This is an optimization exercise on Yosys and OpenROAD, whose aim is small area, not a production implementation. Function was checked by simulation only, so behaviour that the tests miss may differ from the original. Power figures rest on the tool's default switching activity, not on a simulated workload. The clock port is modelled as an ideal driver; clocking choices that lean on that would not hold on a real chip.

==> design.v <==
package bp_pkg;
  localparam logic [2:0] B_EQNE = 3'd1;
  localparam logic [2:0] B_LTGE = 3'd2;
  localparam logic [2:0] B_JUMP = 3'd3;
  localparam logic [2:0] B_JREG = 3'd4;
endpackage
module sat_counter (
  input  logic [1:0] cnt_i,
  input  logic       up,
  input  logic       force_max,
  input  logic       init,
  output logic [1:0] cnt_c
);
  always_comb begin
    if (force_max)      cnt_c = 2'd3;
    else if (init)      cnt_c = 2'd2;
    else if (up)        cnt_c = (cnt_i == 2'd3) ? 2'd3 : cnt_i + 2'd1;
    else                cnt_c = (cnt_i == 2'd0) ? 2'd0 : cnt_i - 2'd1;
  end
endmodule
module bp_read3 (
  input  logic [2:0] d,
  input  logic [2:0] sel,
  output logic       y_n
);
  assign y_n = !(|(d & sel));
endmodule
module bp_read1 (
  input  logic d,
  input  logic sel,
  output logic y_n
);
  assign y_n = !(d & sel);
endmodule
module bp_nand22 (
  input  logic [21:0] a,
  output logic        y
);
  assign y = !(&a);
endmodule
module bp_read64 (
  input  logic [63:0] d,
  input  logic [63:0] sel,
  output logic        y
);
  logic [21:0] p_n;
  for (genvar i = 0; i < 21; i++) begin : g_p
    bp_read3 u_rd (.d(d[3*i +: 3]), .sel(sel[3*i +: 3]), .y_n(p_n[i]));
  end
  bp_read1 u_last (.d(d[63]), .sel(sel[63]), .y_n(p_n[21]));
  bp_nand22 u_out (.a(p_n), .y(y));
endmodule
module branch_predictor (
  input  logic        clk,
  input  logic        rst_n,
  input  logic [31:0] if_pc,
  output logic        pred_hit,
  output logic        pred_taken,
  output logic [31:0] pred_target,
  input  logic        upd_valid,
  input  logic [31:0] upd_pc,
  input  logic [2:0]  upd_branch_type,
  input  logic        upd_taken,
  input  logic [31:0] upd_target,
  input  logic        upd_pred_taken,
  input  logic [31:0] upd_pred_target,
  output logic        mispredict,
  output logic [31:0] redirect_pc,
  output logic [31:0] perf_branches,
  output logic [31:0] perf_mispredicts
);
  logic [63:0]    valid_q;
  logic [9:0]     tag_q    [64];
  logic [1:0]     cnt_q    [64];
  logic [31:0]    target_q [64];
  logic [31:0] perf_branches_q, perf_mispredicts_q;
  logic [5:0] look_idx, upd_idx;
  logic [9:0] look_tag, upd_tag;
  logic       upd_hit, upd_cond, upd_jump, wr_en, tgt_en;
  logic [1:0] cnt_nxt;
  assign look_idx = if_pc[7:2];
  assign look_tag = if_pc[17:8];
  assign upd_idx  = upd_pc[7:2];
  assign upd_tag  = upd_pc[17:8];
  logic [63:0] look_sel, upd_sel;
  for (genvar g = 0; g < 64; g++) begin : g_sel
    assign look_sel[g] = (look_idx == 6'(g));
    assign upd_sel[g]  = (upd_idx  == 6'(g));
  end
  logic        look_valid, upd_valid_e;
  logic [9:0]  look_tag_e, upd_tag_e;
  logic        look_cnt1;
  logic [1:0]  upd_cnt_e;
  logic [31:0] look_target;
  logic [63:0] col_tag [10];
  logic [63:0] col_cnt [2];
  logic [63:0] col_tgt [32];
  for (genvar g = 0; g < 64; g++) begin : g_col
    for (genvar b = 0; b < 10; b++) begin : g_t
      assign col_tag[b][g] = tag_q[g][b];
    end
    for (genvar b = 0; b < 2; b++) begin : g_c
      assign col_cnt[b][g] = cnt_q[g][b];
    end
    for (genvar b = 0; b < 32; b++) begin : g_x
      assign col_tgt[b][g] = target_q[g][b];
    end
  end
  bp_read64 u_look_valid (.d(valid_q), .sel(look_sel), .y(look_valid));
  bp_read64 u_upd_valid  (.d(valid_q), .sel(upd_sel),  .y(upd_valid_e));
  for (genvar b = 0; b < 10; b++) begin : g_rtag
    bp_read64 u_look (.d(col_tag[b]), .sel(look_sel), .y(look_tag_e[b]));
    bp_read64 u_upd  (.d(col_tag[b]), .sel(upd_sel),  .y(upd_tag_e[b]));
  end
  bp_read64 u_look_cnt (.d(col_cnt[1]), .sel(look_sel), .y(look_cnt1));
  for (genvar b = 0; b < 2; b++) begin : g_rcnt
    bp_read64 u_upd (.d(col_cnt[b]), .sel(upd_sel), .y(upd_cnt_e[b]));
  end
  for (genvar b = 0; b < 32; b++) begin : g_rtgt
    bp_read64 u_look (.d(col_tgt[b]), .sel(look_sel), .y(look_target[b]));
  end
  assign pred_hit    = look_valid && (look_tag_e == look_tag);
  assign pred_taken  = pred_hit && look_cnt1;
  assign pred_target = pred_hit ? look_target : if_pc + 32'd8;
  assign upd_hit  = upd_valid_e && (upd_tag_e == upd_tag);
  assign upd_cond = (upd_branch_type == bp_pkg::B_EQNE) || (upd_branch_type == bp_pkg::B_LTGE);
  assign upd_jump = (upd_branch_type == bp_pkg::B_JUMP) || (upd_branch_type == bp_pkg::B_JREG);
  assign wr_en    = upd_valid && (upd_cond || upd_jump) && (upd_hit || upd_taken);
  assign tgt_en   = upd_taken || upd_jump;
  sat_counter u_sat_counter (
    .cnt_i     (upd_cnt_e),
    .up        (upd_taken),
    .force_max (upd_jump),
    .init      (!upd_hit),
    .cnt_c     (cnt_nxt)
  );
  assign mispredict  = upd_valid && ((upd_taken != upd_pred_taken) ||
                                     (upd_taken && (upd_target != upd_pred_target)));
  assign redirect_pc = !upd_valid ? 32'd0 : (upd_taken ? upd_target : upd_pc + 32'd8);
  for (genvar g = 0; g < 64; g++) begin : g_entry
    logic e_wr;
    assign e_wr = wr_en && upd_sel[g];
    always_ff @(posedge clk) begin
      if (!rst_n)    valid_q[g] <= 1'b0;
      else if (e_wr) valid_q[g] <= 1'b1;
    end
    always_ff @(posedge clk) begin
      if (e_wr) begin
        tag_q[g] <= upd_tag;
        cnt_q[g] <= cnt_nxt;
        if (tgt_en) target_q[g] <= upd_target;
      end
    end
  end
  always_ff @(posedge clk) begin
    if (!rst_n) begin
      perf_branches_q    <= '0;
      perf_mispredicts_q <= '0;
    end else begin
      if (upd_valid)  perf_branches_q    <= perf_branches_q + 32'd1;
      if (mispredict) perf_mispredicts_q <= perf_mispredicts_q + 32'd1;
    end
  end
  assign perf_branches    = perf_branches_q;
  assign perf_mispredicts = perf_mispredicts_q;
endmodule
==> run.sh <==
#!/bin/bash
# synth_recipe.tcl (not shown) runs the flow's synth.tcl, then flattens the netlist and writes it again
# the make line also repeats each setting of config.mk as NAME=value (left out here)
make -C /OpenROAD-flow-scripts/flow DESIGN_CONFIG=/design/flow/config.mk WORK_HOME=/design/flow/orfs CLKGATE_MAP_FILE= SYNTH_SCRIPT=/design/flow/synth_recipe.tcl finish
==> config.mk <==
export PLATFORM = sky130hd
export DESIGN_NAME = branch_predictor
export DESIGN_NICKNAME = branch_predictor
export VERILOG_FILES = /design/flow/design.v
export SDC_FILE = /design/flow/constraint.sdc
export NUM_CORES = 4
export LEC_CHECK = 0
export CAP_MARGIN = 20
export CORE_MARGIN = 2
export CORE_UTILIZATION = 50
export CTS_BUF_LIST = sky130_fd_sc_hd__clkbuf_16
export CTS_CLUSTER_DIAMETER = 100
export CTS_CLUSTER_SIZE = 25
export SLEW_MARGIN = 20
export SYNTH_HIERARCHICAL = 1
==> constraint.sdc <==
create_clock -name core_clock -period 12.0 [get_ports {clk}]
set_input_delay 2.4000 -clock core_clock [delete_from_list [all_inputs] [get_ports {clk}]]
set_output_delay 2.4000 -clock core_clock [all_outputs]
set_load 0.01 [all_outputs]
==> results of run 1 <==
-- worst min path at each step --
stage / from / end / slack, ns / cells after the start
floorplan: valid_q[0] / valid_q[0] / 0.45 / 2
global placement: valid_q[9] / valid_q[9] / 0.46 / 2
detailed placement: valid_q[12] / valid_q[12] / 0.47 / 2
CTS: perf_mispredicts_q[22] / perf_mispredicts_q[22] / 0.49 / 2
global route: valid_q[53] / valid_q[53] / 0.51 / 2
finish: valid_q[53] / valid_q[53] / 0.49 / 2
-- layout by cell type, fill, tap and decap left out, drive strengths merged, types with 23 or more instances in the layout --
cell / n
a21oi: 60
a222oi: 1197
and3: 29
and4: 66
buf: 432
clkbuf: 141
clkdlybuf4s50: 221
dfxtp: 128
edfxtp: 2816
inv: 36
nand2: 220
nand2b: 23
nand3: 74
nand4: 315
nor2: 269
nor3: 77
nor4: 73
o21ai: 98
xnor2: 59
xor2: 73
-- final cells by class --
class | instances | area share, %
Inverter | 13 | 0.0398
Timing Repair Buffer | 653 | 5.04
Antenna cell | 8 | 0.0163
Sequential cell | 2944 | 71.1
Multi-Input combinational cell | 2757 | 17.8
Clock buffer | 141 | 2.88
Clock inverter | 36 | 0.300
Tap cell | 2838 | 2.90
-- critical path, cell delays in order --
cell and delay (ns):
clkdlybuf4s50_1 0.99, nor2_1 0.20, nand3_1 0.63, nor2_4 0.23
a222oi_1 0.38, nand4_1 0.41, nor4_1 0.97, nand4_1 0.20
xnor2_1 0.20, nand4_1 0.16, or3_2 0.52, buf_4 0.32
a21oi_1 0.25, clkdlybuf4s50_1 0.56
-- modules after synthesis (local to each module, per instance), excerpt --
module            cells inside  flops+latches  copies in the design
bp_nand22                    7              0                    57
bp_read1                     1              0                    57
bp_read3                     1              0                  1197
branch_predictor          4173           2944                     1
sat_counter                  6              0                     1
-- per-stage QoR --
stage	area [um2]	cells	util, %	power (mW)	hold WS [ns]
6_report	123000	9390	57.0	17.4	0.488
4_1_cts	123000	9382	57.0	17.5	0.490
2_1_floorplan	108000	5832	-	11.7	0.446
5_1_grt	123000	9388	57.0	17.8	0.515
3_5_place_dp	119000	9205	55.2	12.3	0.471
3_3_place_gp	119000	9205	55.2	12.3	0.463
-- power by group through the flow --
stage / Combinational [mW] / Sequential [mW] / Clock [mW]
after floorplan: 0.236 / 11.5 / 0
after global routing: 0.838 / 11.3 / 5.74
final: 0.820 / 11.3 / 5.35
after CTS: 0.815 / 11.3 / 5.41
after detailed placement: 0.814 / 11.5 / 0
after global placement: 0.805 / 11.5 / 0
-- sequential cells by signal (all words and copies together) (netlist names) --
signal and flops:
cnt_q 128, perf_branches_q 32, valid_q 64, tag_q 640
perf_mispredicts_q 32, target_q 2048
-- cell families (layout without fill, tap and decap cells) --
family / count (synthesis) / in the layout
AO/OA/AOI/OAI: 1390 / 1390
buffers and inverters: 131 / 843
multiplexers: 15 / 15
XOR/XNOR: 132 / 132
other: 0 / 8
flip-flops: 2944 / 2944
adder cells (fa/ha/maj): 5 / 5
AND/OR/NAND/NOR: 1215 / 1215
-- layer usage --
metal,GRT usage [%],vias up
li1,-,27900
met1,45.8,35700
met2,51.7,4988
met3,4.92,697
met4,19.0,4
met5,0,-
==> out/qor.yml, run 1 <==
synth_cells: 5832
crit_start: "if_pc[5]"
wl_mm: 377
multi_input_area_um2: 21800
ys_warn_count: 20
internal_power_mw: 13.6
setup_viol: 0
yosysTopAreaCellShare_pct: 77.9
startpoint_type: "input port"
start_util_pct: 50.4
synth_compound_area_share_pct: 12.0
cp.arrival_ns: 8.55
critPathRequiredTime_ns: 9.60
track_usage_pct: 33.4
fin_crit_ns: 10.95
num-nets-final: 6647
hp-class: "register to register"
cts_tree: "done"
netlist_top_cells_area: "edfxtp_1, a222oi_1, dfxtp_1"
synth_edf_count: 2816
synth-seq-area-share_pct: 80.3
post-cts-setup-buffer-count: 0
peakVddDrop_mv: 0.140
synth_top_cell_by_area: "edfxtp_1"
place.gp.congestion: 0.984
grt_pass1_vias: 65600
syn2layout_area_growth_pct: 13.0
netlist_area_um2: 108000
synthArstFlopShare_pct: 0
timing.rr.start: "tag_q[45][7]"
fin_crit_sh_pct: 91.2
io_pins: 267
reg2reg_setup_slack_ns: 6.58
power.share.clock_pct: 30.7
drt_iter0_markers: 16200
synth_ff_type: "edfxtp_1"
synth_common_cells: "edfxtp_1, a222oi_1, nand4_1"
finalMaxSlewViolations: 0
endpoint: "pred_target[26]"
synth_nets: 5972
fmax_mhz: 91.3
routed.top_layer: "met5"
synth-xor-area-share_pct: 1.07
r2r-end: "target_q[41][28]"
clock-sinks: 2944
tightest_slew_ns: 1.29
dr.pass1.iters: 14
end_kind: "primary output"
leakage_nw: 36.8
vias: 69300
synth_top_family_by_area: "compound AO/OA/AOI/OAI gates"
dp_hpwl_mm: 239
maxCapViolCount: 0
drive_gt1_share_pct: 11.8
grt_pass1_wl_mm: 521
ys_seq_elements: 2944
grt_start_max_net_pins: 81
wl_met3_mm: 40.5
p_sw_share_pct: 21.7
clock_latency_ns: 0.85
finalWorstSetupSlack_ns: 1.05
viasPerCell: 7.38
critPathKind: "input port to primary output"
synth_adder_area_share_pct: 0.0565
avgSynthCellArea_um2: 18.6
cts_hold_buf: 0
route.detailed.drc: 0
seqPwrFrac_pct: 64.6
dieArea_um2: 221000
rsz0062_at_grt: "false"
num_rows: 170
dp_slack_ns: 1.22
cts_buffers: 138
synth_mux_area_share_pct: 0.138
setup_tns_ns: 0
powerDensity_nw_per_um2: 142
crit_fanout: 58
final.setup_skew_ns: 0.0385
clk_pin_slew_ns: 0.10
synth_cell_types: 47
die_x_um: 470
synth.most_common_cell: "edfxtp_1"
fill_cells: 16200
reg2regPathDepth: 14
die_height_um: 470
cts_max_level: 4
seqCellArea_um2: 87100
switchingPower_mw: 3.77
wl_met1_mm: 138
antenna_found_initial: 14
synth-simple-area-share_pct: 5.90
hold_viol_final: 0
io_buffers: 266
avgRoutedWirePerCell_um: 40.2
cts.repair.resized: 0
wl_met2_mm: 173
combPwrFrac_pct: 4.7
coreArea_um2: 215000
clock-root-buffer: "clkbuf_16"
maxSlewHeadroom_pct: 13.5
clockBufferDepth: 3
grt_remaining_overflow: 0
antenna_left: 0
status: "complete, no violations"
==> run 2: changes to the inputs <==
==> flow/run.sh (new file) <==
#!/bin/bash
# Layout flow: the standard ORFS flow, with two changes to what it places:
# ports are buffered with the smallest buffer, and clock tree synthesis adds
# no dummy loads. Synthesis, floorplan, power grid and taps are the standard ones.
set -euo pipefail
export BUFFER_PORTS_ARGS="-buffer_cell sky130_fd_sc_hd__buf_1"
export CTS_ARGS="-sink_clustering_enable -repair_clock_nets -sink_clustering_size 25 -sink_clustering_max_diameter 100 -buf_list sky130_fd_sc_hd__clkbuf_16 -dont_use_dummy_load"
bash standard.sh > flow_make.log 2>&1
==> standard.sh (new file) <==
#!/bin/bash
# synth_recipe.tcl (not shown) runs the flow's synth.tcl, then flattens the netlist and writes it again
# the make line also repeats each setting of config.mk as NAME=value (left out here)
make -C /OpenROAD-flow-scripts/flow DESIGN_CONFIG=/design/flow/config.mk WORK_HOME=/design/flow/orfs CLKGATE_MAP_FILE= SYNTH_SCRIPT=/design/flow/synth_recipe.tcl "${@:-finish}"
removed: run.sh
==> out/qor.yml, run 2 <==
status: "complete, no violations"
clockBufferDepth: 3
hp-class: "register to register"
r2r-end: "target_q[5][28]"
largest_register_ffs: 2048
cts_tree: "done"
fin_crit_sh_pct: 87.6
seqCellArea_um2: 87100
synth_cells: 5832
grt_start_max_net_pins: 79
maxCapViolCount: 0
leakage_nw: 35.6
clock-root-buffer: "clkbuf_16"
synth_edf_count: 2816
critPathRequiredTime_ns: 9.60
multi_input_area_um2: 21800
cts_buffers: 138
final.setup_skew_ns: 0.0902
synth_top_cell_by_area: "edfxtp_1"
netlist_area_um2: 108000
powerDensity_nw_per_um2: 143
dp_hpwl_mm: 232
vias: 68900
fin_crit_ns: 10.51
timing.rr.start: "tag_q[21][8]"
avgRoutedWirePerCell_um: 39.4
finalMaxSlewViolations: 0
startpoint_type: "input port"
clock_latency_ns: 0.86
stdcell_count: 9323
fmax_mhz: 95.1
holdCritStartpoint: "perf_mispredicts_q[31]"
synthArstFlopShare_pct: 0
end_kind: "primary output"
antenna_left: 0
route.detailed.drc: 0
setup_viol: 0
dr.pass1.iters: 23
wl_mm: 367
synth-seq-area-share_pct: 80.3
grt_pass1_wl_mm: 506
netlist_top_cells_area: "edfxtp_1, a222oi_1, dfxtp_1"
start_util_pct: 50.4
setup_tns_ns: 0
synth_common_cells: "edfxtp_1, a222oi_1, nand4_1"
num_rows: 170
avgSynthCellArea_um2: 18.6
reg2regPathDepth: 12
num-nets-final: 6620
dp.cells: 9174
reg.largest.list: "target_q x2048, tag_q x640, cnt_q x128"
synth_nets: 5972
worstHoldPathCells: 2
post-cts-setup-buffer-count: 0
peakVddDrop_mv: 0.151
cts_hold_buf: 0
place.gp.congestion: 1.00
final_cell_mix: "edfxtp_1, a222oi_1, buf_4"
reg2reg_setup_slack_ns: 5.88
grt_pass1_vias: 64000
grt_remaining_overflow: 0
die_x_um: 470
fin_hold_ws_ns: 0.489
ys_seq_elements: 2944
yosysTopAreaCellShare_pct: 77.9
synth_cell_types: 47
clock-sinks: 2944
track_usage_pct: 32.4
io_pins: 267
crit_fanout: 58
top_register: "target_q"
dieArea_um2: 221000
hold_viol_final: 0
drive_gt1_share_pct: 11.2
viasPerCell: 7.39
tightest_slew_ns: 1.27
synth.most_common_cell: "edfxtp_1"
cts.repair.resized: 0
layout_commonest_cell: "edfxtp_1"
ys_warn_count: 20
drt_iter0_markers: 17200
hold_end: "perf_mispredicts_q[31]"
die_height_um: 470
coreArea_um2: 215000
cp.arrival_ns: 8.11
antenna_found_initial: 10
rsz0062_at_grt: "false"
cts_max_level: 4
maxSlewHeadroom_pct: 15.2
io_buffers: 266
clk_pin_slew_ns: 0.06
syn2layout_area_growth_pct: 10.4
fill_cells: 16500
critPathKind: "input port to primary output"
synth_ff_type: "edfxtp_1"
## run 2: modules after synthesis (local to each module, per instance), excerpt
| module | flops+latches | times used | cells inside |
|---|---|---|---|
| branch_predictor | 2944 | 1 | 4173 |
| bp_nand22 | 0 | 57 | 7 |
| sat_counter | 0 | 1 | 6 |
| bp_read3 | 0 | 1197 | 1 |
| bp_read1 | 0 | 57 | 1 |
## run 2: cell type report
cell class,instances,area share (%)
clock buffers,138,2.88
diodes,7,0.0146
repair buffers,626,3.15
well taps,2838,2.96
inverters,13,0.0407
flip-flops and latches,2944,72.7
multi-input cells,2757,18.2
## run 2: worst max-delay path, stage by stage
cell and delay [ns]:
buf_1 0.81, nor2b_1 0.22, nand2_1 0.54, nor2_4 0.27, a222oi_1 0.54, nand4_1 0.26, nor4_1 1.05, nand4_1 0.24
xnor2_1 0.21, nand4_1 0.19, or3_2 0.50, buf_4 0.31, nor2_1 0.21, a21oi_1 0.06, buf_1 0.17
## run 2: where the power goes
part	switching [mW]	internal (mW)
registers	0.00837	11.2
logic	0.612	0.171
clock network	2.98	2.06
## run 2: kinds of logic after synthesis
group / share of synthesized area [%]
flops: 80.3
compound gates: 12.0
simple gates: 5.90
xor+xnor: 1.07
buf+inv: 0.484
mux: 0.138
fa+ha+maj: 0.0565
## run 2: metal layers
layer	global-route usage [%]	up-vias	part of all wire (%)	wire length, um
met1	43.9	35000	36	131000
met2	50.4	5222	46	170000
met4	17.0	4	6.3	23100
met5	0	-	0.0071	26
li1	-	27800	-	-
met3	5.84	811	12	43400
## run 2: through the flow
stage	utilization, %	total power [mW]	worst slack [ns]	instance area [um2]
after floorplan	-	11.7	3.23	108000
after global placement	54.0	12.2	1.43	116000
after detailed placement	54.0	12.3	1.76	116000
after CTS	55.7	17.1	1.73	120000
after global routing	55.7	17.5	1.62	120000
final	55.7	17.1	1.49	120000
## run 2: how the worst max path moves through the flow
stage	start	endpoint	slack, ns	depth (start not counted)
global route	if_pc[2]	pred_target[26]	1.62	15
detailed placement	if_pc[2]	pred_target[26]	1.76	15
global placement	if_pc[2]	pred_target[3]	1.43	14
floorplan	if_pc[5]	pred_target[10]	3.23	15
CTS	if_pc[2]	pred_target[26]	1.73	15
finish	if_pc[2]	pred_target[26]	1.49	15
==> run 3: changes to the inputs <==
==> flow/run.sh (replaced) <==
#!/bin/bash
# Layout flow: the standard ORFS flow, with two changes to what it places:
# ports are buffered with the smallest buffer, and clock tree synthesis adds
# no dummy loads. Synthesis, floorplan, power grid and taps are the standard ones.
set -euo pipefail
export BUFFER_PORTS_ARGS="-buffer_cell sky130_fd_sc_hd__buf_1"
export CTS_ARGS="-sink_clustering_enable -repair_clock_nets -sink_clustering_size 30 -sink_clustering_max_diameter 100 -buf_list sky130_fd_sc_hd__clkbuf_16 -dont_use_dummy_load"
bash standard.sh > flow_make.log 2>&1
--- a/config.mk
+++ b/config.mk
@@ -10,6 +10,6 @@
 export CORE_UTILIZATION = 50
 export CTS_BUF_LIST = sky130_fd_sc_hd__clkbuf_16
 export CTS_CLUSTER_DIAMETER = 100
-export CTS_CLUSTER_SIZE = 25
+export CTS_CLUSTER_SIZE = 30
 export SLEW_MARGIN = 20
 export SYNTH_HIERARCHICAL = 1
==> out/qor.yml, run 3 <==
status: "complete, no violations"
hold_viol_final: 0
fmax_mhz: 95.6
num_rows: 170
yosysTopAreaCellShare_pct: 77.9
largest_register_ffs: 2048
netlist_area_um2: 108000
dp.cells: 9174
end_kind: "primary output"
io_pins: 267
drt_iter0_markers: 16800
place.gp.congestion: 1.00
viasPerCell: 7.37
synth_common_cells: "edfxtp_1, a222oi_1, nand4_1"
routed.top_layer: "met5"
setup_viol: 0
power.share.clock_pct: 27.7
syn2layout_area_growth_pct: 9.82
clk_pin_slew_ns: 0.11
clockBufferDepth: 3
synth_nets: 5972
cp.arrival_ns: 8.06
wl_met3_mm: 43.4
final.setup_skew_ns: 0.121
maxCapViolCount: 0
ys_warn_count: 20
powerDensity_nw_per_um2: 140
cts_tree: "done"
fin_crit_ns: 10.46
top_register: "target_q"
slowest_stage: "nor4_1"
route.detailed.drc: 0
clock_latency_ns: 0.85
dpl_cell_area_um2: 116000
io_buffers: 266
seqPwrFrac_pct: 67.6
internal_power_mw: 13.1
final_cell_mix: "edfxtp_1, a222oi_1, buf_4"
wl_mm: 366
die_height_um: 470
num-nets-final: 6595
cts_hold_buf: 0
dr.pass1.iters: 16
reg.largest.list: "target_q x2048, tag_q x640, cnt_q x128"
avgSynthCellArea_um2: 18.6
dp_slack_ns: 1.76
wl_met2_mm: 168
grt_pass1_vias: 63900
post-cts-setup-buffer-count: 0
cp_cell_sequence: "buf_1, nor2b_1, nand2_1, nor2_4, a222oi_1, nand4_1, nor4_1, nand4_1, xnor2_1, nand3_1, or3_2, buf_4, nor2_1, a21oi_1, buf_1"
avgRoutedWirePerCell_um: 39.4
cts.repair.resized: 0
vias: 68500
cts_buffers: 114
fill_cells: 16600
tightest_slew_ns: 1.23
antenna_left: 0
critPathRequiredTime_ns: 9.60
finalWorstSetupSlack_ns: 1.54
rsz0062_at_grt: "false"
netlist_top_cells_area: "edfxtp_1, a222oi_1, dfxtp_1"
synth_cell_types: 47
peakVddDrop_mv: 0.133
synthArstFlopShare_pct: 0
max_stage_delay_ns: 1.07
cts_max_level: 3
grt_pass1_wl_mm: 505
coreArea_um2: 215000
grt_start_max_net_pins: 79
switchingPower_mw: 3.53
clock-root-buffer: "clkbuf_16"
startpoint_type: "input port"
layout_commonest_cell: "edfxtp_1"
synth_cells: 5832
ys_seq_elements: 2944
setup_tns_ns: 0
finalMaxSlewViolations: 0
wl_met1_mm: 130
track_usage_pct: 32.3
drive_gt1_share_pct: 10.8
antenna_found_initial: 11
critPathKind: "input port to primary output"
leakage_nw: 35.3
hp-class: "register to register"
start_util_pct: 50.4
grt_remaining_overflow: 0
maxSlewHeadroom_pct: 17.1
dp_hpwl_mm: 232
synth_edf_count: 2816
synth-seq-area-share_pct: 80.3
synth_ff_type: "edfxtp_1"
die_x_um: 470
design_area_um2: 119000
fin_hold_ws_ns: 0.491
crit_fanout: 58
p_sw_share_pct: 21.2
combPwrFrac_pct: 4.7
clock-sinks: 2944
dieArea_um2: 221000
fin_crit_sh_pct: 87.1
stdcell_count: 9297
synth_top_cell_by_area: "edfxtp_1"
synth.most_common_cell: "edfxtp_1"
[run 3: cell count changes in the layout (fill, tap and decap cells not counted), sizes merged]
cell / delta
buf: -1
clkbuf: -24
diode: -1
[run 3: path summary, 6_finish.rpt]
| path | from | end | slack [ns] | cells after the start |
|---|---|---|---|---|
| worst max-delay path | if_pc[2] | pred_target[26] | 1.54 | 15 |
| worst min-delay path | valid_q[41] | valid_q[41] | 0.49 | 2 |
| worst max register to register | tag_q[57][5] | target_q[5][28] | 5.55 | 12 |
| worst min register to register | valid_q[41] | valid_q[41] | 0.49 | 2 |
[run 3: modules after synthesis, one instance, submodules excluded, a selection]
module / flops+latches / cell area (um2)
bp_nand22: 0 / 46.3
bp_read1: 0 / 3.75
bp_read3: 0 / 10.0
branch_predictor: 2944 / 93600
sat_counter: 0 / 45.0
[run 3: layer usage]
metal  vias to the layer above  global-route usage, %
li1                      27800                      -
met1                     34800                   43.6
met2                      5221                   50.1
met3                       753                   5.87
met4                         4                   17.4
met5                         -                      0
[run 3: cell type report]
cell class | count | area, um2 | area share, %
sequential | 2944 | 87100 | 73.1
multi-input combinational | 2757 | 21800 | 18.3
timing repair buffer | 625 | 3760 | 3.16
tap | 2838 | 3550 | 2.98
clock buffer | 114 | 2850 | 2.39
inverter | 13 | 48.8 | 0.0410
antenna | 6 | 15.0 | 0.0126
[run 3: cell families (layout without fill, tap and decap cells)]
logic type | Yosys count | after routing | share of synthesized area [%]
other cells | 0 | 6 | 0
xor+xnor | 132 | 132 | 1.07
flops | 2944 | 2944 | 80.3
fa+ha+maj | 5 | 5 | 0.0565
simple gates | 1215 | 1215 | 5.90
mux | 15 | 15 | 0.138
buf+inv | 131 | 752 | 0.484
compound gates | 1390 | 1390 | 12.0
[run 3: worst max-delay path, delay by kind of cell]
family                    cells  cell delay (ns)
and+or+nand+nor               9             3.46
buffers and inverters         3             1.29
xor gates and xnor gates      1             0.22
AOI/OAI and AO/OA             2             0.53
[run 3: power by group through the flow]
| stage | logic (mW) | clock network (mW) | registers (mW) |
|---|---|---|---|
| 2_1_floorplan | 0.236 | 0 | 11.5 |
| 4_1_cts | 0.770 | 4.66 | 11.3 |
| 6_report | 0.780 | 4.62 | 11.3 |
| 3_3_place_gp | 0.760 | 0 | 11.5 |
| 3_5_place_dp | 0.768 | 0 | 11.5 |
| 5_1_grt | 0.799 | 4.98 | 11.3 |
[run 3: per-stage QoR]
stage	power [mW]	utilization, %
final	16.7	55.4
after global routing	17.0	55.4
after CTS	16.7	55.4
after detailed placement	12.3	54.0
after global placement	12.2	54.0
after floorplan	11.7	-
==> run 4: changes to the inputs <==
--- a/design.v
+++ b/design.v
@@ -49,6 +49,13 @@
   end
   bp_read1 u_last (.d(d[63]), .sel(sel[63]), .y_n(p_n[21]));
   bp_nand22 u_out (.a(p_n), .y(y));
+endmodule
+module bp_wen (
+  input  logic row,
+  input  logic col,
+  output logic y
+);
+  assign y = row & col;
 endmodule
 module branch_predictor (
   input  logic        clk,
@@ -137,9 +144,17 @@
   assign mispredict  = upd_valid && ((upd_taken != upd_pred_taken) ||
                                      (upd_taken && (upd_target != upd_pred_target)));
   assign redirect_pc = !upd_valid ? 32'd0 : (upd_taken ? upd_target : upd_pc + 32'd8);
+  logic [7:0] wr_row, tgt_row, upd_col;
+  for (genvar k = 0; k < 8; k++) begin : g_dec
+    assign wr_row[k]  = wr_en && (upd_idx[5:3] == 3'(k));
+    assign tgt_row[k] = wr_en && tgt_en && (upd_idx[5:3] == 3'(k));
+    assign upd_col[k] = (upd_idx[2:0] == 3'(k));
+  end
   for (genvar g = 0; g < 64; g++) begin : g_entry
-    logic e_wr;
-    assign e_wr = wr_en && upd_sel[g];
+    logic e_wr, e_t0, e_t1;
+    bp_wen u_wen  (.row(wr_row[g/8]),  .col(upd_col[g%8]), .y(e_wr));
+    bp_wen u_ten0 (.row(tgt_row[g/8]), .col(upd_col[g%8]), .y(e_t0));
+    bp_wen u_ten1 (.row(tgt_row[g/8]), .col(upd_col[g%8]), .y(e_t1));
     always_ff @(posedge clk) begin
       if (!rst_n)    valid_q[g] <= 1'b0;
       else if (e_wr) valid_q[g] <= 1'b1;
@@ -148,8 +163,9 @@
       if (e_wr) begin
         tag_q[g] <= upd_tag;
         cnt_q[g] <= cnt_nxt;
-        if (tgt_en) target_q[g] <= upd_target;
       end
+      if (e_t0) target_q[g][15:0]  <= upd_target[15:0];
+      if (e_t1) target_q[g][31:16] <= upd_target[31:16];
     end
   end
   always_ff @(posedge clk) begin
==> out/qor.yml, run 4 <==
layout_commonest_cell: "edfxtp_1"
setup_viol: 0
critPathRequiredTime_ns: 9.60
reg2reg_setup_slack_ns: 5.80
synth_edf_count: 2816
synth-seq-area-share_pct: 80.1
grt_remaining_overflow: 0
switchingPower_mw: 3.58
reg2regPathDepth: 12
cp_cell_sequence: "buf_1, or2_2, nor2_4, buf_4, a222oi_1, nand4_1, nor4_1, nand4_1, xnor2_1, nand4_1, or3_2, buf_4, nor2_1, a21oi_2, buf_1"
synthArstFlopShare_pct: 0
synth_cell_types: 59
top_register: "target_q"
fin_hold_ws_ns: 0.507
end_kind: "primary output"
avgSynthCellArea_um2: 18.7
synth_cells: 5827
routed.top_layer: "met5"
drive_gt1_share_pct: 7.68
holdCritStartpoint: "valid_q[8]"
clock_latency_ns: 0.84
cts_max_level: 3
cp.arrival_ns: 8.07
syn2layout_area_growth_pct: 8.79
fin_crit_ns: 10.47
route.detailed.drc: 0
place.gp.congestion: 0.975
vias: 69700
internal_power_mw: 13.1
coreArea_um2: 217000
viasPerCell: 7.55
ys_warn_count: 20
cts_hold_buf: 0
antenna_left: 0
start_util_pct: 50.2
wl_met1_mm: 143
synth_common_cells: "edfxtp_1, a222oi_1, nor2_1"
startpoint_type: "input port"
cts_tree: "done"
slowest_stage: "nor4_1"
final.setup_skew_ns: 0.106
synth.most_common_cell: "edfxtp_1"
multi_input_area_um2: 21800
synth_top_cell_by_area: "edfxtp_1"
fill_cells: 16900
yosysTopAreaCellShare_pct: 77.8
clockBufferDepth: 3
antenna_found_initial: 31
worstHoldPathCells: 2
clk_pin_slew_ns: 0.11
wl_mm: 388
hp-class: "register to register"
rsz0062_at_grt: "false"
combPwrFrac_pct: 4.7
peakVddDrop_mv: 0.128
max_stage_delay_ns: 0.87
die_x_um: 470
cts.repair.resized: 0
dieArea_um2: 221000
hold_end: "valid_q[8]"
finalMaxSlewViolations: 0
num-nets-final: 6506
wl_met2_mm: 172
power.share.clock_pct: 27.7
crit_fanout: 56
leakage_nw: 35.1
num_rows: 171
grt_start_max_net_pins: 70
fin_util_pct: 54.6
die_height_um: 470
wl_met3_mm: 52.2
synth_nets: 5967
track_usage_pct: 34.2
final_cell_mix: "edfxtp_1, a222oi_1, nand4_1"
post-cts-setup-buffer-count: 0
clock-root-buffer: "clkbuf_16"
path_common_cell: "nand4_1"
seqCellArea_um2: 87100
cts_buffers: 112
synth_ff_type: "edfxtp_1"
fin_crit_sh_pct: 87.3
dr.pass1.iters: 15
p_sw_share_pct: 21.5
setup_tns_ns: 0
io_pins: 267
clock-sinks: 2944
fmax_mhz: 95.5
io_buffers: 266
seqPwrFrac_pct: 67.6
avgRoutedWirePerCell_um: 42.0
r2r-end: "target_q[44][18]"
drt_iter0_markers: 17600
critPathKind: "input port to primary output"
status: "complete, no violations"
hold_viol_final: 0
netlist_area_um2: 109000
tightest_slew_ns: 1.29
grt_pass1_wl_mm: 528
grt_pass1_vias: 64000
ys_seq_elements: 2944
maxCapViolCount: 0
powerDensity_nw_per_um2: 141
netlist_top_cells_area: "edfxtp_1, a222oi_1, dfxtp_1"
maxSlewHeadroom_pct: 13.9
reg.largest.list: "target_q x2048, tag_q x640, cnt_q x128"
largest_register_ffs: 2048
dp_hpwl_mm: 247
timing.rr.start: "tag_q[60][6]"
run 4: changes by cell type in the layout (fill, tap and decap cells not counted), sizes merged, moves of 22 or more:
cell	before	now
nand3	74	50
and2	15	200
nand2	220	132
nor3	77	13
buf	580	458
nor2	269	370
or3	13	35
o21ai	98	35
run 4: cell type report:
class	count	area share (%)
Sequential cell	2944	73.6
Multi-Input combinational cell	2793	18.4
Tap cell	2854	3.02
Timing Repair Buffer	491	2.42
Clock buffer	112	2.37
Inverter	24	0.0783
Antenna cell	21	0.0444
run 4: stage by stage:
stage                     std cells  setup WS (ns)  total power, mW  instance area, um2
after detailed placement       9105           1.83             12.3              115000
after global routing           9221           1.56             17.0              118000
final                          9239           1.53             16.7              118000
after CTS                      9217           1.84             16.7              118000
after global placement         9098           1.93             12.3              115000
after floorplan                5827           2.91             11.7              109000
run 4: critical path: cells and delay by family:
family	cells	cell delay, ns
buf+inv	4	1.43
simple gates	8	3.36
xor+xnor	1	0.24
compound gates	2	0.55
run 4: per-module statistics from Yosys (local to each module, per instance), excerpt:
module / area (um2) / cells / flip-flops and latches
branch_predictor: 92700 / 3976 / 2944
bp_read3: 10.0 / 1 / 0
bp_nand22: 46.3 / 7 / 0
sat_counter: 45.0 / 6 / 0
bp_read1: 3.75 / 1 / 0
bp_wen: 6.26 / 1 / 0
run 4: worst max-delay path by stage:
stage | from | endpoint | slack (ns) | cells after the start
2_1_floorplan | if_pc[3] | pred_target[31] | 2.91 | 13
3_3_place_gp | if_pc[6] | pred_target[28] | 1.93 | 16
3_5_place_dp | if_pc[6] | pred_target[24] | 1.83 | 15
4_1_cts | if_pc[6] | pred_target[30] | 1.84 | 16
5_1_grt | if_pc[6] | pred_target[18] | 1.56 | 15
6_report | if_pc[6] | pred_target[30] | 1.53 | 15
run 4: cells by family (layout without fill, tap and decap cells):
group,Yosys count,in the layout,share of synthesized area (%)
xor+xnor,133,133,1.07
simple gates,1316,1316,6.61
other cells,0,21,0
buf+inv,90,627,0.334
fa+ha+maj,5,5,0.0564
mux,8,8,0.0736
flops,2944,2944,80.1
compound gates,1331,1331,11.7
run 4: power by group through the flow:
stage               registers (mW)  clock network [mW]  logic (mW)
floorplan                     11.5                   0       0.234
global placement              11.5                   0       0.757
detailed placement            11.5                   0       0.764
CTS                           11.3                4.65       0.765
global route                  11.3                4.95       0.795
finish                        11.3                4.62       0.786
run 4: routing by layer:
layer / global-route usage, % / vias to the layer above
met4: 15.1 / 10
met5: 0 / -
met1: 48.5 / 35800
met3: 7.63 / 722
li1: - / 27500
met2: 50.9 / 5659
==> run 5: changes to the inputs <==
--- a/design.v
+++ b/design.v
@@ -90,9 +90,16 @@
   assign upd_idx  = upd_pc[7:2];
   assign upd_tag  = upd_pc[17:8];
   logic [63:0] look_sel, upd_sel;
+  logic [7:0]  upd_col;
+  logic [7:0]  look_row, look_col, upd_row;
+  for (genvar k = 0; k < 8; k++) begin : g_ldec
+    assign look_row[k] = (look_idx[5:3] == 3'(k));
+    assign look_col[k] = (look_idx[2:0] == 3'(k));
+    assign upd_row[k]  = (upd_idx[5:3] == 3'(k));
+  end
   for (genvar g = 0; g < 64; g++) begin : g_sel
-    assign look_sel[g] = (look_idx == 6'(g));
-    assign upd_sel[g]  = (upd_idx  == 6'(g));
+    bp_wen u_lsel (.row(look_row[g/8]), .col(look_col[g%8]), .y(look_sel[g]));
+    bp_wen u_usel (.row(upd_row[g/8]),  .col(upd_col[g%8]),  .y(upd_sel[g]));
   end
   logic        look_valid, upd_valid_e;
   logic [9:0]  look_tag_e, upd_tag_e;
@@ -144,7 +151,7 @@
   assign mispredict  = upd_valid && ((upd_taken != upd_pred_taken) ||
                                      (upd_taken && (upd_target != upd_pred_target)));
   assign redirect_pc = !upd_valid ? 32'd0 : (upd_taken ? upd_target : upd_pc + 32'd8);
-  logic [7:0] wr_row, tgt_row, upd_col;
+  logic [7:0] wr_row, tgt_row;
   for (genvar k = 0; k < 8; k++) begin : g_dec
     assign wr_row[k]  = wr_en && (upd_idx[5:3] == 3'(k));
     assign tgt_row[k] = wr_en && tgt_en && (upd_idx[5:3] == 3'(k));
==> out/qor.yml, run 5 <==
end_kind: "primary output"
vias: 68900
io_pins: 267
die_height_um: 471
crit_start: "if_pc[3]"
antenna_found_initial: 22
worstHoldPathCells: 2
dp_hpwl_mm: 241
r2r-end: "target_q[43][26]"
wl_mm: 371
leakage_nw: 35.2
cts_max_level: 3
timing.rr.start: "tag_q[36][3]"
clk_pin_slew_ns: 0.11
fin_crit_ns: 9.92
antenna_left: 0
reg2regPathDepth: 12
clock_latency_ns: 0.84
die_x_um: 471
cts_buffers: 113
clock-root-buffer: "clkbuf_16"
yosysTopAreaCellShare_pct: 77.6
synth_common_cells: "edfxtp_1, a222oi_1, and2_1"
crit_fanout: 44
fin_crit_sh_pct: 82.6
syn2layout_area_growth_pct: 8.36
powerDensity_nw_per_um2: 141
synth_nets: 5978
rsz0062_at_grt: "false"
reg2reg_setup_slack_ns: 5.68
reg.largest.list: "target_q x2048, tag_q x640, cnt_q x128"
finalMaxSlewViolations: 0
startpoint_type: "input port"
netlist_top_cells_area: "edfxtp_1, a222oi_1, dfxtp_1"
synthArstFlopShare_pct: 0
clockBufferDepth: 3
avgSynthCellArea_um2: 18.7
avgRoutedWirePerCell_um: 40.2
critPathRequiredTime_ns: 9.60
peakVddDrop_mv: 0.125
grt_pass1_wl_mm: 509
synth_cells: 5838
maxSlewHeadroom_pct: 17.7
tightest_slew_ns: 1.23
cts.repair.resized: 0
hold_viol_final: 0
fmax_mhz: 101
grt_pass1_vias: 63600
start_util_pct: 50.3
num-nets-final: 6495
p_total_mw: 16.7
hold_end: "perf_mispredicts_q[31]"
num_rows: 171
place.gp.congestion: 1.01
synth_cell_types: 47
cp.arrival_ns: 7.52
route.detailed.drc: 0
dieArea_um2: 222000
largest_register_ffs: 2048
dr.pass1.iters: 17
drt_iter0_markers: 16900
clock-sinks: 2944
viasPerCell: 7.47
critPathKind: "input port to primary output"
cts_hold_buf: 0
ys_seq_elements: 2944
final_cell_mix: "edfxtp_1, a222oi_1, nand4_1"
status: "complete, no violations"
grt_remaining_overflow: 0
netlist_area_um2: 109000
synth_ff_type: "edfxtp_1"
cts_tree: "done"
grt_start_max_net_pins: 68
coreArea_um2: 217000
drive_gt1_share_pct: 7.37
io_buffers: 266
maxCapViolCount: 0
ys_warn_count: 20
final.setup_skew_ns: 0.0904
hp-class: "register to register"
synth.most_common_cell: "edfxtp_1"
fin_util_pct: 54.5
post-cts-setup-buffer-count: 0
holdCritStartpoint: "perf_mispredicts_q[31]"
track_usage_pct: 32.5
layout_commonest_cell: "edfxtp_1"
top_register: "target_q"
setup_viol: 0
synth_edf_count: 2816
setup_tns_ns: 0
synth-seq-area-share_pct: 79.9
synth_top_cell_by_area: "edfxtp_1"
==> run 5: changes by cell type after synthesis, moves of 10 or more <==
| cell | previous run | this run |
|---|---|---|
| nor4_1 | 64 | 77 |
| nor3_1 | 9 | 23 |
| nor3b_1 | 1 | 11 |
| nand4_1 | 328 | 314 |
| a21oi_1 | 65 | 88 |
| xnor2_1 | 80 | 50 |
| nor2b_1 | 5 | 17 |
| o21ai_0 | 26 | 44 |
| nor2_1 | 370 | 229 |
| xor2_1 | 53 | 68 |
| and2_1 | 200 | 325 |
==> run 5: how the worst max path moves through the flow <==
stage	to	slack [ns]
2_1_floorplan	pred_target[10]	3.81
3_3_place_gp	pred_target[6]	2.15
3_5_place_dp	pred_target[20]	2.15
4_1_cts	pred_target[20]	2.14
5_1_grt	pred_target[4]	2.01
6_report	pred_target[3]	2.08
==> run 5: per-module statistics from Yosys, one instance, submodules excluded, excerpt <==
module | copies in the design | flops+latches | area (um2)
bp_nand22 | 57 | 0 | 46.3
bp_read1 | 57 | 0 | 3.75
sat_counter | 1 | 0 | 45.0
bp_read3 | 1197 | 0 | 10.0
branch_predictor | 1 | 2944 | 92200
bp_wen | 320 | 0 | 6.26
==> run 5: kinds of logic after synthesis <==
kind of cell	share of synthesized area, %
xor+xnor	0.948
compound gates	11.8
flops	79.9
simple gates	6.94
mux	0.0734
fa+ha+maj	0.0562
buf+inv	0.250
==> run 5: metal layers <==
metal  track usage, %  wire length, um  vias to the layer above
li1                 -                -                    27500
met1             44.6           134000                    35400
met2             49.5           167000                     5272
met3             5.74            44000                      767
met4             18.5            25400                        8
met5            0.541              165                        -
==> run 5: final cells by class <==
class                           count  area (um2)
Antenna cell                       17        42.5
Clock buffer                      113        2830
Fill cell                       16900       98800
Inverter                           19        73.8
Multi-Input combinational cell   2823       22000
Sequential cell                  2944       87100
Tap cell                         2854        3570
Timing Repair Buffer              454        2530
==> run 5: power by group <==
group	internal (mW)	leakage, nW	switching, mW
combinational	0.166	7.40	0.629
sequential	11.2	26.4	0.00819
clock	1.69	1.39	2.92
==> run 5: through the flow <==
| step | cells | worst slack (ns) | instance area [um2] | hold slack [ns] |
|---|---|---|---|---|
| floorplan | 5838 | 3.81 | 109000 | 0.462 |
| global placement | 9086 | 2.15 | 115000 | 0.464 |
| detailed placement | 9089 | 2.15 | 115000 | 0.485 |
| CTS | 9202 | 2.14 | 118000 | 0.505 |
| global route | 9213 | 2.01 | 118000 | 0.517 |
| finish | 9224 | 2.08 | 118000 | 0.505 |
==> run 5: worst max-delay path: stages <==
cell      delay (ns)
buf_1           0.53
nor3_1          0.13
buf_4           0.22
and2_2          0.57
a222oi_1        0.53
nand4_1         0.61
nor4_1          0.72
nand4_1         0.19
xnor2_1         0.19
nand4_1         0.21
nor3_2          0.59
o21ai_0         0.37
buf_1           0.22

[port drivers added, routing unchanged]
No port has a modelled driver above. Below, the same layouts with a new extraction and two added sets of constraints. Step 1, drivers: a clkbuf_16 drives clk and a buf_2 each remaining input, both assumed. Step 2 moves the port delays by t, midway between the first and last clock arrival at a register: inputs arrive t later, outputs are due t later. That takes back most of the time a late clock gives input paths. Slacks: ideal ports / drivers / drivers and shift; pairs: ideal ports / drivers.
run | t, ns | setup WS [ns] | worst setup path at the end | worst register clock-pin slew, ns
run 1 | 0.922 | 1.051 / 1.021 / 1.021 | input to output | 0.11 / 0.11
run 2 | 0.899 | 1.485 / 1.443 / 1.443 | input to output | 0.10 / 0.10
run 3 | 0.885 | 1.544 / 1.503 / 1.154 | input to register | 0.12 / 0.12
run 4 | 0.887 | 1.525 / 1.498 / 1.498 | input to output | 0.12 / 0.12
run 5 | 0.889 | 2.083 / 1.933 / 1.933 | input to output | 0.12 / 0.12
After both steps every run listed still meets setup and hold. For run 3, which loses most, drivers alone change the setup slack by -0.041 ns; drivers and shift together by -0.390 ns.
